Background: an optimization exercise with open tools, aiming at small area and a short achievable clock period. Do not read the settings as production practice.
Only simulation tests tie the RTL to the original design; equivalence was not proved.
Power figures rest on the tool's default switching activity, not on a simulated workload.

===== config.mk =====
export PLATFORM = sky130hd
export DESIGN_NAME = deflect_port_alloc
export DESIGN_NICKNAME = deflect_port_alloc
export VERILOG_FILES = /design/flow/design.v
export SDC_FILE = /design/flow/constraint.sdc
export NUM_CORES = 4
export LEC_CHECK = 0
export CAP_MARGIN = 20
export CORE_MARGIN = 2
export CORE_UTILIZATION = 45
export PLACE_DENSITY = 0.55
export SLEW_MARGIN = 20
export SYNTH_HIERARCHICAL = 1
export SYNTH_MINIMUM_KEEP_SIZE = 0

===== constraint.sdc =====
create_clock -name core_clock -period 40.0 [get_ports {clk}]
set_input_delay 8.0000 -clock core_clock [delete_from_list [all_inputs] [get_ports {clk}]]
set_output_delay 8.0000 -clock core_clock [all_outputs]
set_load 0.01 [all_outputs]

===== design.v =====
package deflect_port_alloc_pkg;
  localparam int CONTROL_W = 13;
  localparam int RMATRIX_W = 4;
  localparam int NPORT     = 4;
  localparam logic [3:0] AGE_MAX = 4'hF;
  localparam logic [1:0] DIR_N = 2'd0;
  localparam logic [1:0] DIR_S = 2'd1;
  localparam logic [1:0] DIR_E = 2'd2;
  localparam logic [1:0] DIR_W = 2'd3;
  typedef logic [CONTROL_W-1:0] control_t;
endpackage
import deflect_port_alloc_pkg::*;
module deflect_prio_rank
(
  input  logic [NPORT-1:0][3:0]       age,
  input  logic [NPORT-1:0]            vld,
  input  logic [NPORT-1:0]            go,
  output logic [NPORT-1:0]            ej,
  output logic [NPORT-1:0][NPORT-1:0] slot
);
  function automatic logic age_ge(input logic [3:0] a, input logic [3:0] b);
    logic c;
    c = a[0] | ~b[0];
    for (int n = 1; n < 4; n++)
      c = (a[n] & ~b[n]) | ((a[n] | ~b[n]) & c);
    age_ge = c;
  endfunction
  logic [NPORT-1:0][NPORT-1:0] bef;
  logic [NPORT-1:0]            eg, fwd;
  for (genvar a = 0; a < NPORT; a++) begin : g_a
    for (genvar b = a + 1; b < NPORT; b++) begin : g_b
      logic ge;
      assign ge     = age_ge(age[a], age[b]);
      assign bef[b][a] = ge;
      assign bef[a][b] = !ge;
    end
    assign bef[a][a] = 1'b0;
  end
  assign eg = vld & go;
  for (genvar i = 0; i < NPORT; i++) begin : g_i
    assign ej[i]  = eg[i] && !(|(eg & bef[i]));
    assign fwd[i] = vld[i] && !ej[i];
  end
  for (genvar i = 0; i < NPORT; i++) begin : g_r
    logic [NPORT-1:0] ah;
    logic [2:0]       o;         
    assign ah = fwd & bef[i];
    assign o  = (i == 0) ? ah[3:1] : (i == 1) ? {ah[3:2], ah[0]} :
                (i == 2) ? {ah[3], ah[1:0]} : ah[2:0];
    assign slot[0][i] = fwd[i] && !(|o);
    assign slot[1][i] = fwd[i] && ((o[0] && !o[1] && !o[2]) || (!o[0] && o[1] && !o[2]) ||
                                   (!o[0] && !o[1] && o[2]));
    assign slot[2][i] = fwd[i] && ((o[0] && o[1] && !o[2]) || (o[0] && !o[1] && o[2]) ||
                                   (!o[0] && o[1] && o[2]));
    assign slot[3][i] = fwd[i] && (&o);
  end
endmodule
import deflect_port_alloc_pkg::*;
module deflect_port_alloc
#(
  parameter int DATA_W     = 32,
  parameter int STARVE_LIM = 8
) (
  input  logic                             clk,
  input  logic                             rst,
  input  logic [NPORT-1:0][CONTROL_W-1:0]  in_control,
  input  logic [NPORT-1:0][DATA_W-1:0]     in_data,
  input  logic [NPORT-1:0][RMATRIX_W-1:0]  in_rmatrix,
  input  logic [NPORT-1:0]                 in_resource_go,
  input  logic                             inj_valid,
  input  logic [CONTROL_W-1:0]             inj_control,
  input  logic [DATA_W-1:0]                inj_data,
  input  logic [RMATRIX_W-1:0]             inj_rmatrix,
  output logic                             inj_ready,
  output logic [NPORT-1:0][CONTROL_W-1:0]  out_control,
  output logic [NPORT-1:0][DATA_W-1:0]     out_data,
  output logic                             eject_valid,
  output logic [CONTROL_W-1:0]             eject_control,
  output logic [DATA_W-1:0]                eject_data,
  output logic                             inj_starve
  ,
  output logic [15:0]                      deflect_count
);
  localparam int NSRC = NPORT + 1;               
  localparam int PW   = CONTROL_W - 1 + DATA_W;  
  logic                            full;
  logic [NPORT-1:0][NSRC-1:0]      sel_d, sel_q;    
  logic [NPORT-1:0]                ej_d, ej_q;      
  logic [NSRC-1:0][PW-1:0]         flit_q;
  logic [2:0]                      starve_cnt_d, starve_cnt_q;
  logic                            inj_starve_d, inj_starve_q;
  logic [2:0]                      n_defl;
  logic [16:0]                     defl_sum;
  logic [15:0]                     deflect_count_d, deflect_count_q;
  logic [2:0]                      n_defl_q;    
  deflect_alloc_core u_alloc (
    .in_control     (in_control),
    .in_rmatrix     (in_rmatrix),
    .in_resource_go (in_resource_go),
    .inj_valid      (inj_valid),
    .inj_rmatrix    (inj_rmatrix),
    .full           (full),
    .sel_d          (sel_d),
    .ej_d           (ej_d),
    .n_defl         (n_defl)
  );
  deflect_inj_ready u_ready (
    .rst        (rst),
    .inj_valid  (inj_valid),
    .vld        ({in_control[3][12], in_control[2][12], in_control[1][12], in_control[0][12]}),
    .go         (in_resource_go),
    .inj_ready  (inj_ready)
  );
  always_comb begin
    if (inj_valid && full) begin
      starve_cnt_d = starve_cnt_q + 3'd1;
      inj_starve_d = inj_starve_q || (starve_cnt_q == 3'(STARVE_LIM - 1));
    end else begin
      starve_cnt_d = 3'd0;
      inj_starve_d = 1'b0;
    end
    defl_sum        = {1'b0, deflect_count_q} + 17'(n_defl_q);
    deflect_count_d = defl_sum[16] ? 16'hFFFF : defl_sum[15:0];
  end
  always_ff @(posedge clk or posedge rst) begin
    if (rst) begin
      sel_q           <= '0;
      ej_q            <= '0;
      starve_cnt_q    <= 3'd0;
      inj_starve_q    <= 1'b0;
      deflect_count_q <= 16'd0;
      n_defl_q        <= 3'd0;
    end else begin
      sel_q           <= sel_d;
      ej_q            <= ej_d;
      starve_cnt_q    <= starve_cnt_d;
      inj_starve_q    <= inj_starve_d;
      deflect_count_q <= deflect_count_d;
      n_defl_q        <= n_defl;
    end
  end
  always_ff @(posedge clk) begin
    flit_q <= {inj_control[11:0], inj_data,
               in_control[3][11:0], in_data[3], in_control[2][11:0], in_data[2],
               in_control[1][11:0], in_data[1], in_control[0][11:0], in_data[0]};
  end
  for (genvar p = 0; p < NPORT; p++) begin : g_out
    logic [PW-1:0] f;
    logic [3:0]    a;
    logic          v;
    assign f = ({PW{sel_q[p][0]}} & flit_q[0]) | ({PW{sel_q[p][1]}} & flit_q[1]) |
               ({PW{sel_q[p][2]}} & flit_q[2]) | ({PW{sel_q[p][3]}} & flit_q[3]) |
               ({PW{sel_q[p][4]}} & flit_q[4]);
    assign v = |sel_q[p];
    assign a = f[DATA_W +: 4];
    assign out_control[p] = {v, f[PW-1 -: 8], v ? ((a == AGE_MAX) ? AGE_MAX : a + 4'd1) : 4'd0};
    assign out_data[p]    = f[DATA_W-1:0];
  end
  logic [PW-1:0] ej_flit;
  assign ej_flit = ({PW{ej_q[0]}} & flit_q[0]) | ({PW{ej_q[1]}} & flit_q[1]) |
                   ({PW{ej_q[2]}} & flit_q[2]) | ({PW{ej_q[3]}} & flit_q[3]);
  assign eject_valid   = |ej_q;
  assign eject_control = {|ej_q, ej_flit[PW-1 -: CONTROL_W-1]};
  assign eject_data    = ej_flit[DATA_W-1:0];
  assign inj_starve    = inj_starve_q;
  assign deflect_count = deflect_count_d;
endmodule
module deflect_alloc_core
(
  input  logic [NPORT-1:0][CONTROL_W-1:0]  in_control,
  input  logic [NPORT-1:0][RMATRIX_W-1:0]  in_rmatrix,
  input  logic [NPORT-1:0]                 in_resource_go,
  input  logic                             inj_valid,
  input  logic [RMATRIX_W-1:0]             inj_rmatrix,
  output logic                             full,
  output logic [NPORT-1:0][NPORT:0]        sel_d,
  output logic [NPORT-1:0]                 ej_d,
  output logic [2:0]                       n_defl
);
  function automatic logic [NPORT-1:0] pick(input logic [NPORT-1:0] busy,
                                            input logic [RMATRIX_W-1:0] rm);
    logic [NPORT-1:0] f, g;
    f = rm & ~busy;
    g = '0;
    if      (f[DIR_E]) g[DIR_E] = 1'b1;
    else if (f[DIR_W]) g[DIR_W] = 1'b1;
    else if (f[DIR_N]) g[DIR_N] = 1'b1;
    else if (f[DIR_S]) g[DIR_S] = 1'b1;
    else if (!busy[0]) g[0] = 1'b1;
    else if (!busy[1]) g[1] = 1'b1;
    else if (!busy[2]) g[2] = 1'b1;
    else               g[3] = 1'b1;
    pick = g;
  endfunction
  logic [NPORT-1:0]                vld, go;
  logic [NPORT-1:0][3:0]           age;
  logic [NPORT-1:0][NPORT-1:0]     slot;       
  logic [NPORT-1:0][RMATRIX_W-1:0] s_rm;
  logic [NPORT-1:0]                s_fwd;
  logic [NPORT:0][NPORT-1:0]       busy;
  logic [NPORT-1:0][NPORT-1:0]     s_gnt;      
  logic [NPORT-1:0]                i_gnt;
  logic                            i_defl, inj_ok;
  for (genvar i = 0; i < NPORT; i++) begin : g_in
    assign vld[i] = in_control[i][12];
    assign age[i] = in_control[i][3:0];
    assign go[i]  = in_resource_go[i];
  end
  deflect_prio_rank u_rank (
    .age  (age),
    .vld  (vld),
    .go   (go),
    .ej   (ej_d),
    .slot (slot)
  );
  assign full   = &vld && !(|go);
  assign inj_ok = inj_valid && !full;
  assign busy[0] = '0;
  for (genvar k = 0; k < NPORT; k++) begin : g_slot
    logic [NPORT-1:0] f, d, g;
    assign s_fwd[k] = |slot[k];
    assign s_rm[k]  = ({RMATRIX_W{slot[k][0]}} & in_rmatrix[0]) |
                      ({RMATRIX_W{slot[k][1]}} & in_rmatrix[1]) |
                      ({RMATRIX_W{slot[k][2]}} & in_rmatrix[2]) |
                      ({RMATRIX_W{slot[k][3]}} & in_rmatrix[3]);
    assign f = s_rm[k] & ~busy[k];
    if (k == 0) begin : g_d0
      assign d = 4'b0001;
    end else if (k == 1) begin : g_d1
      assign d = {2'b00, busy[k][0], !busy[k][0]};
    end else if (k == 2) begin : g_d2
      assign d = {1'b0, busy[k][0] & busy[k][1], busy[k][0] & !busy[k][1], !busy[k][0]};
    end else begin : g_d3
      assign d = ~busy[k];
    end
    if (k == NPORT - 1) begin : g_last
      assign g = ~busy[k];
    end else begin : g_pick
      assign g[DIR_E] = f[DIR_E] | (!(|f) & d[DIR_E]);
      assign g[DIR_W] = (f[DIR_W] & !f[DIR_E]) | (!(|f) & d[DIR_W]);
      assign g[DIR_N] = (f[DIR_N] & !f[DIR_E] & !f[DIR_W]) | (!(|f) & d[DIR_N]);
      assign g[DIR_S] = (f[DIR_S] & !f[DIR_N] & !f[DIR_E] & !f[DIR_W]) | (!(|f) & d[DIR_S]);
    end
    assign s_gnt[k]  = {NPORT{s_fwd[k]}} & g;
    assign busy[k+1] = busy[k] | s_gnt[k];
  end
  assign i_gnt  = inj_ok ? pick(busy[NPORT], inj_rmatrix) : '0;
  assign i_defl = inj_ok && !(|(inj_rmatrix & ~busy[NPORT]));
  for (genvar p = 0; p < NPORT; p++) begin : g_sel
    for (genvar i = 0; i < NPORT; i++) begin : g_src
      assign sel_d[p][i] = (slot[0][i] && s_gnt[0][p]) || (slot[1][i] && s_gnt[1][p]) ||
                           (slot[2][i] && s_gnt[2][p]) || (slot[3][i] && s_gnt[3][p]);
    end
    assign sel_d[p][NPORT] = i_gnt[p];
  end
  logic [NPORT-1:0] in_defl;
  for (genvar i = 0; i < NPORT; i++) begin : g_defl
    logic [NPORT-1:0] gp;
    assign gp = {sel_d[3][i], sel_d[2][i], sel_d[1][i], sel_d[0][i]};
    assign in_defl[i] = (|gp) && !(|(gp & in_rmatrix[i]));
  end
  assign n_defl = 3'(in_defl[0]) + 3'(in_defl[1]) + 3'(in_defl[2]) + 3'(in_defl[3]) + 3'(i_defl);
endmodule
module deflect_inj_ready
(
  input  logic             rst,
  input  logic             inj_valid,
  input  logic [NPORT-1:0] vld,
  input  logic [NPORT-1:0] go,
  output logic             inj_ready
);
  assign inj_ready = !((&vld && !(|go)) || rst || !inj_valid);
endmodule

===== flow/run.sh =====
#!/bin/bash
# The standard layout with these changes to how it is made:
#  - synthesis is the standard flow's, except that ABC maps the logic with flow/area.abc
#    (flow/synth_area.tcl); registers are mapped before ABC, unchanged;
#  - every input and output port is buffered by a sky130_fd_sc_hd__buf_1
#    instead of the buffer buffer_ports picks by itself;
#  - after placement resizing, post_resize.tcl repairs setup timing against
#    tighter targets (see that file);
set -euo pipefail
HERE=$(pwd)
export FLOW_SYNTH_TCL="$HERE/synth_recipe.tcl"
export AREA_ABC_SCRIPT="$HERE/flow/area.abc"
export BUFFER_PORTS_ARGS="-buffer_cell sky130_fd_sc_hd__buf_1"
export POST_RESIZE_TCL="$HERE/flow/post_resize.tcl"
export CTS_ARGS="-sink_clustering_enable -repair_clock_nets -buf_list sky130_fd_sc_hd__clkbuf_16 -sink_clustering_size 28 -sink_clustering_max_diameter 90 -dont_use_dummy_load"
sed "s#SYNTH_SCRIPT=[^ ]*#SYNTH_SCRIPT=$HERE/flow/synth_area.tcl#" standard.sh > standard_area.sh
grep -q "SYNTH_SCRIPT=$HERE/flow/synth_area.tcl" standard_area.sh
bash standard_area.sh > standard_flow.log 2>&1

===== flow/area.abc =====
&get -n
&st
&dch
&nf -R 1000 -p
&put
topo
stime -c
dnsize -c

===== flow/post_resize.tcl =====
# Runs inside ORFS's resize step, after repair_design. Two setup repairs
# against tighter targets than the constraints, for this step only:
#  1. inj_ready's output delay is raised so that repair_timing works on the
#     input-to-inj_ready path (the only combinational path) until it can
#     improve it no further; the output delay is then put back;
#  2. every path is repaired to a setup slack of at least 23 ns.
# Later steps read the SDC file, unchanged.
set inj_port [get_ports inj_ready]
set_output_delay 31.5 -clock core_clock $inj_port
estimate_parasitics -placement
report_checks -through $inj_port -format end
repair_timing -setup -verbose
report_checks -through $inj_port
set_output_delay 8.0 -clock core_clock $inj_port
report_checks -group_path_count 5 -format end
repair_timing -setup -setup_margin 23.3 -verbose
report_checks -group_path_count 5 -format end
report_design_area

===== flow/synth_area.tcl =====
# The standard flow's synthesis script (synth_recipe.tcl, sourced below) with one change
# to how ABC maps the combinational logic: the small deflect_inj_ready
# module (inj_ready, the only combinational output) keeps ORFS's speed
# script; all other logic is mapped with flow/area.abc, an area-recovering
# script. Registers are mapped before ABC runs, so they are exactly the
# standard synthesis's.
proc abc {args} {
  set i [lsearch -exact $args -script]
  if {$i >= 0} {
    if {[catch {yosys abc {*}$args deflect_inj_ready} err]} {
      puts "speed mapping of deflect_inj_ready skipped: $err"
    }
    lset args [expr {$i + 1}] $::env(AREA_ABC_SCRIPT)
  }
  yosys abc {*}$args
}
source $::env(FLOW_SYNTH_TCL)

===== standard.sh =====
#!/bin/bash
# synth_recipe.tcl (not shown) runs the flow's synth.tcl, then flattens the netlist and writes it again
# the make line also repeats each setting of config.mk as NAME=value (left out here)
make -C /OpenROAD-flow-scripts/flow DESIGN_CONFIG=/design/flow/config.mk WORK_HOME=/design/flow/orfs CLKGATE_MAP_FILE= SYNTH_SCRIPT=/design/flow/synth_recipe.tcl "${@:-finish}"

==> reports/metrics.cfg <==
[clock_tree]
cts_root_buf=clkbuf_16
numCtsBuffers=14
cts_max_level=1
cts_resized=0
cts.sinks=267
cts_setup_buffers=0
clkTransAtPathRegs_ps=90
holdBufCountCts=0
clock_path_buffers=3
clock_latency_ps=500
cts_tree=done

[timing]
fin_tns_setup_ps=0
setup_viol=0
tightest_slew_ps=1150
max_freq_mhz=60.1
finClkSkew_ps=16.3
slew_headroom=0.229
fin_crit_ps=16630
fin_crit_sh=0.416
finalHoldViolCount=0
rsz0062_at_grt=no
report.final.slew_viol_count=0

[detailed_routing]
avgRoutedWirePerCell_um=28.0
postRouteAntennaNets=0
dr_total_vias=15600
drc=0
via_per_inst=6.90
drt-pass1-iter-count=12
finalWirelength_mm=63.3
drt_iter0_drc=3189

[logic_synthesis]
synth_flop_cell=dfxtp_1
syn_area_um2=12500
synthCells=1336
synth-seq-cells=267
synth-edff-count=0
synth_top_cell_by_area=dfxtp_1
synthTopCellsByArea=dfxtp_1, a222oi_1, a22oi_1
yosys.cell_types.count=41
synthArstFlopShare=0.176
synth_top_area_frac=0.352
synth.avg_cell_area_um2=9.36
synth_fp_nets=1601
ys.warnings.count=9
ys_seq_area_frac=0.446

[status]
status=complete, no violations

[global_route]
antenna_found_initial=12
grt_first_pass_wirelength_mm=88.8
grt_use_total=0.405
first_global_vias=14300
grt_max_degree=48
gr-total-overflow=0

[layout]
final_common_cell=buf_1
area_growth_pct=23.8
fin_area_um2=15500
layout_common_cells=buf_1, nand2_1, a222oi_1
nets=2139
drive_gt1_frac=0.0417

[power_and_ir_drop]
ir_worst_vdd_uv=40.4
p_leak_nw=6.27
powerDensity_nw_per_um2=51.4

[floorplanning]
fp.dieW_um=171
die_h_um=171
core_area_um2=27600
start_util=0.454
ioPinCount=496
std_cell_rows=61
die_area_um2=29100

[setup_path]
cp.required_ps=32000
critical_path_peak_fanout=7
cp.arrival_ps=8630
crit_path_start_kind=input port
rrSetupSlack_ps=37350
crit_type=in -> out
crit_path_end_kind=output pin

[worst_hold_path]
hp-class=reg -> reg

[placement]
dp_hpwl_mm=40.8
gp_congestion=0.999
placed_area_um2=15100
port_buffers=494

[run]
maxCapViolCount=0

==> where the power goes <==
part	internal (W)	switching (W)
clock	0.0000633	0.0000880
sequential	0.000287	0.0000347
combinational	0.000107	0.000217
total	0.000457	0.000339
==> synth_stat cells, types with 3 or more instances <==
master / number
a31oi_1: 3
a21oi_1: 28
o22ai_1: 6
dfxtp_1: 220
a21o_1: 4
nor2b_1: 3
xnor2_1: 8
ha_1: 10
nand4_1: 7
nand2b_1: 12
nor3b_1: 3
nand2_1: 355
o21ai_0: 18
or2_0: 7
or4_1: 7
nor2_1: 48
or3_1: 5
a22oi_1: 180
nor4_1: 11
maj3_1: 10
buf_4: 5
nor3_1: 14
clkinv_1: 25
xor2_1: 9
fa_1: 3
and2_0: 4
a222oi_1: 248
dfrtp_1: 47
nand3_1: 21
==> final cells by class <==
type,count,area [um2]
inverter,25,95.1
timing repair buffer,527,2140
antenna,11,27.5
multi-input combinational,1039,6790
sequential,267,5610
tap,378,473
fill,2637,12100
clock buffer,14,350
==> cell families (layout without fill, tap and decap cells) <==
logic type      after synthesis  in the layout  share of synthesized area
compound gates              496            496                      0.339
buf+inv                      30            566                     0.0105
other cells                   0             11                          0
flops                       267            267                      0.446
fa+ha+maj                    23             23                     0.0228
xor+xnor                     17             17                     0.0119
simple gates                503            503                      0.170
==> worst paths after layout <==
check                                     startpoint  depth (start not counted)                       endpoint
max                                   in_control[25]                          4                      inj_ready
min                        starve_cnt_q[0]$_DFF_PP0_                          1      starve_cnt_q[0]$_DFF_PP0_
max reg2reg                    n_defl_q[0]$_DFF_PP0_                          8  deflect_count_q[11]$_DFF_PP0_
min reg2reg                starve_cnt_q[0]$_DFF_PP0_                          1      starve_cnt_q[0]$_DFF_PP0_
max in group asynchronous                        rst                          2             sel_q[9]$_DFF_PP0_
min in group asynchronous                        rst                          2            sel_q[15]$_DFF_PP0_
==> critical path, stage by stage <==
cell and delay [ps]:
buf_6 110, and4bb_1 200, a41oi_2 160, buf_2 150
==> registers in the layout, summed over array words and instances, names as in the netlist <==
signal,cells
deflect_count_q,16
starve_cnt_q,3
sel_q,20
ej_q,4
flit_q,220
inj_starve_q,1
n_defl_q,3
==> per-stage QoR <==
stage / setup WS [ps] / hold slack (ps) / utilization / instances / power, W
after floorplan: 23570 / 408 / - / 1336 / 0.000495
after global placement: 23250 / 426 / 0.547 / 2235 / 0.000636
after detailed placement: 23370 / 432 / 0.548 / 2236 / 0.000638
after CTS: 23370 / 444 / 0.561 / 2250 / 0.000787
after global routing: 23350 / 473 / 0.562 / 2258 / 0.000828
final: 23370 / 442 / 0.562 / 2261 / 0.000796
==> Yosys stat by module, one instance, submodules excluded <==
module | cells | times used | area (um2)
deflect_port_alloc | 1054 | 1 | 10900
deflect_inj_ready | 4 | 1 | 38.8
deflect_alloc_core | 168 | 1 | 968
deflect_prio_rank | 110 | 1 | 608
==> layer usage <==
| metal | wire [um] | GRT usage |
|---|---|---|
| met5 | 36 | 0 |
| met4 | 4040 | 0.256 |
| met3 | 8870 | 0.117 |
| met2 | 27600 | 0.605 |
| met1 | 22700 | 0.512 |

static timing again, ports no longer ideal:
No port has a modelled driver above. Below, the same layout with a new extraction and two added sets of constraints.
Step 1: set_driving_cell puts a clkbuf_16 on clk and a buf_2 on each other input, an assumption about the parent block.
Step 2 moves the port delays by t, midway between the first and last clock arrival at a register: inputs arrive t later, outputs are due t later. That takes back most of the time a late clock gives input paths.
Slacks: no drivers / after step 1 / after step 2; pairs: no drivers / after step 1.
t, ns: 0.552
setup WS [ns]: 23.375 / 23.336 / 23.336
clock arrival spread, ns: 0.037 / 0.037
After both steps setup and hold are still met in this run. The setup slack of this run moves by -0.039 ns with the drivers and by -0.039 ns with both steps.
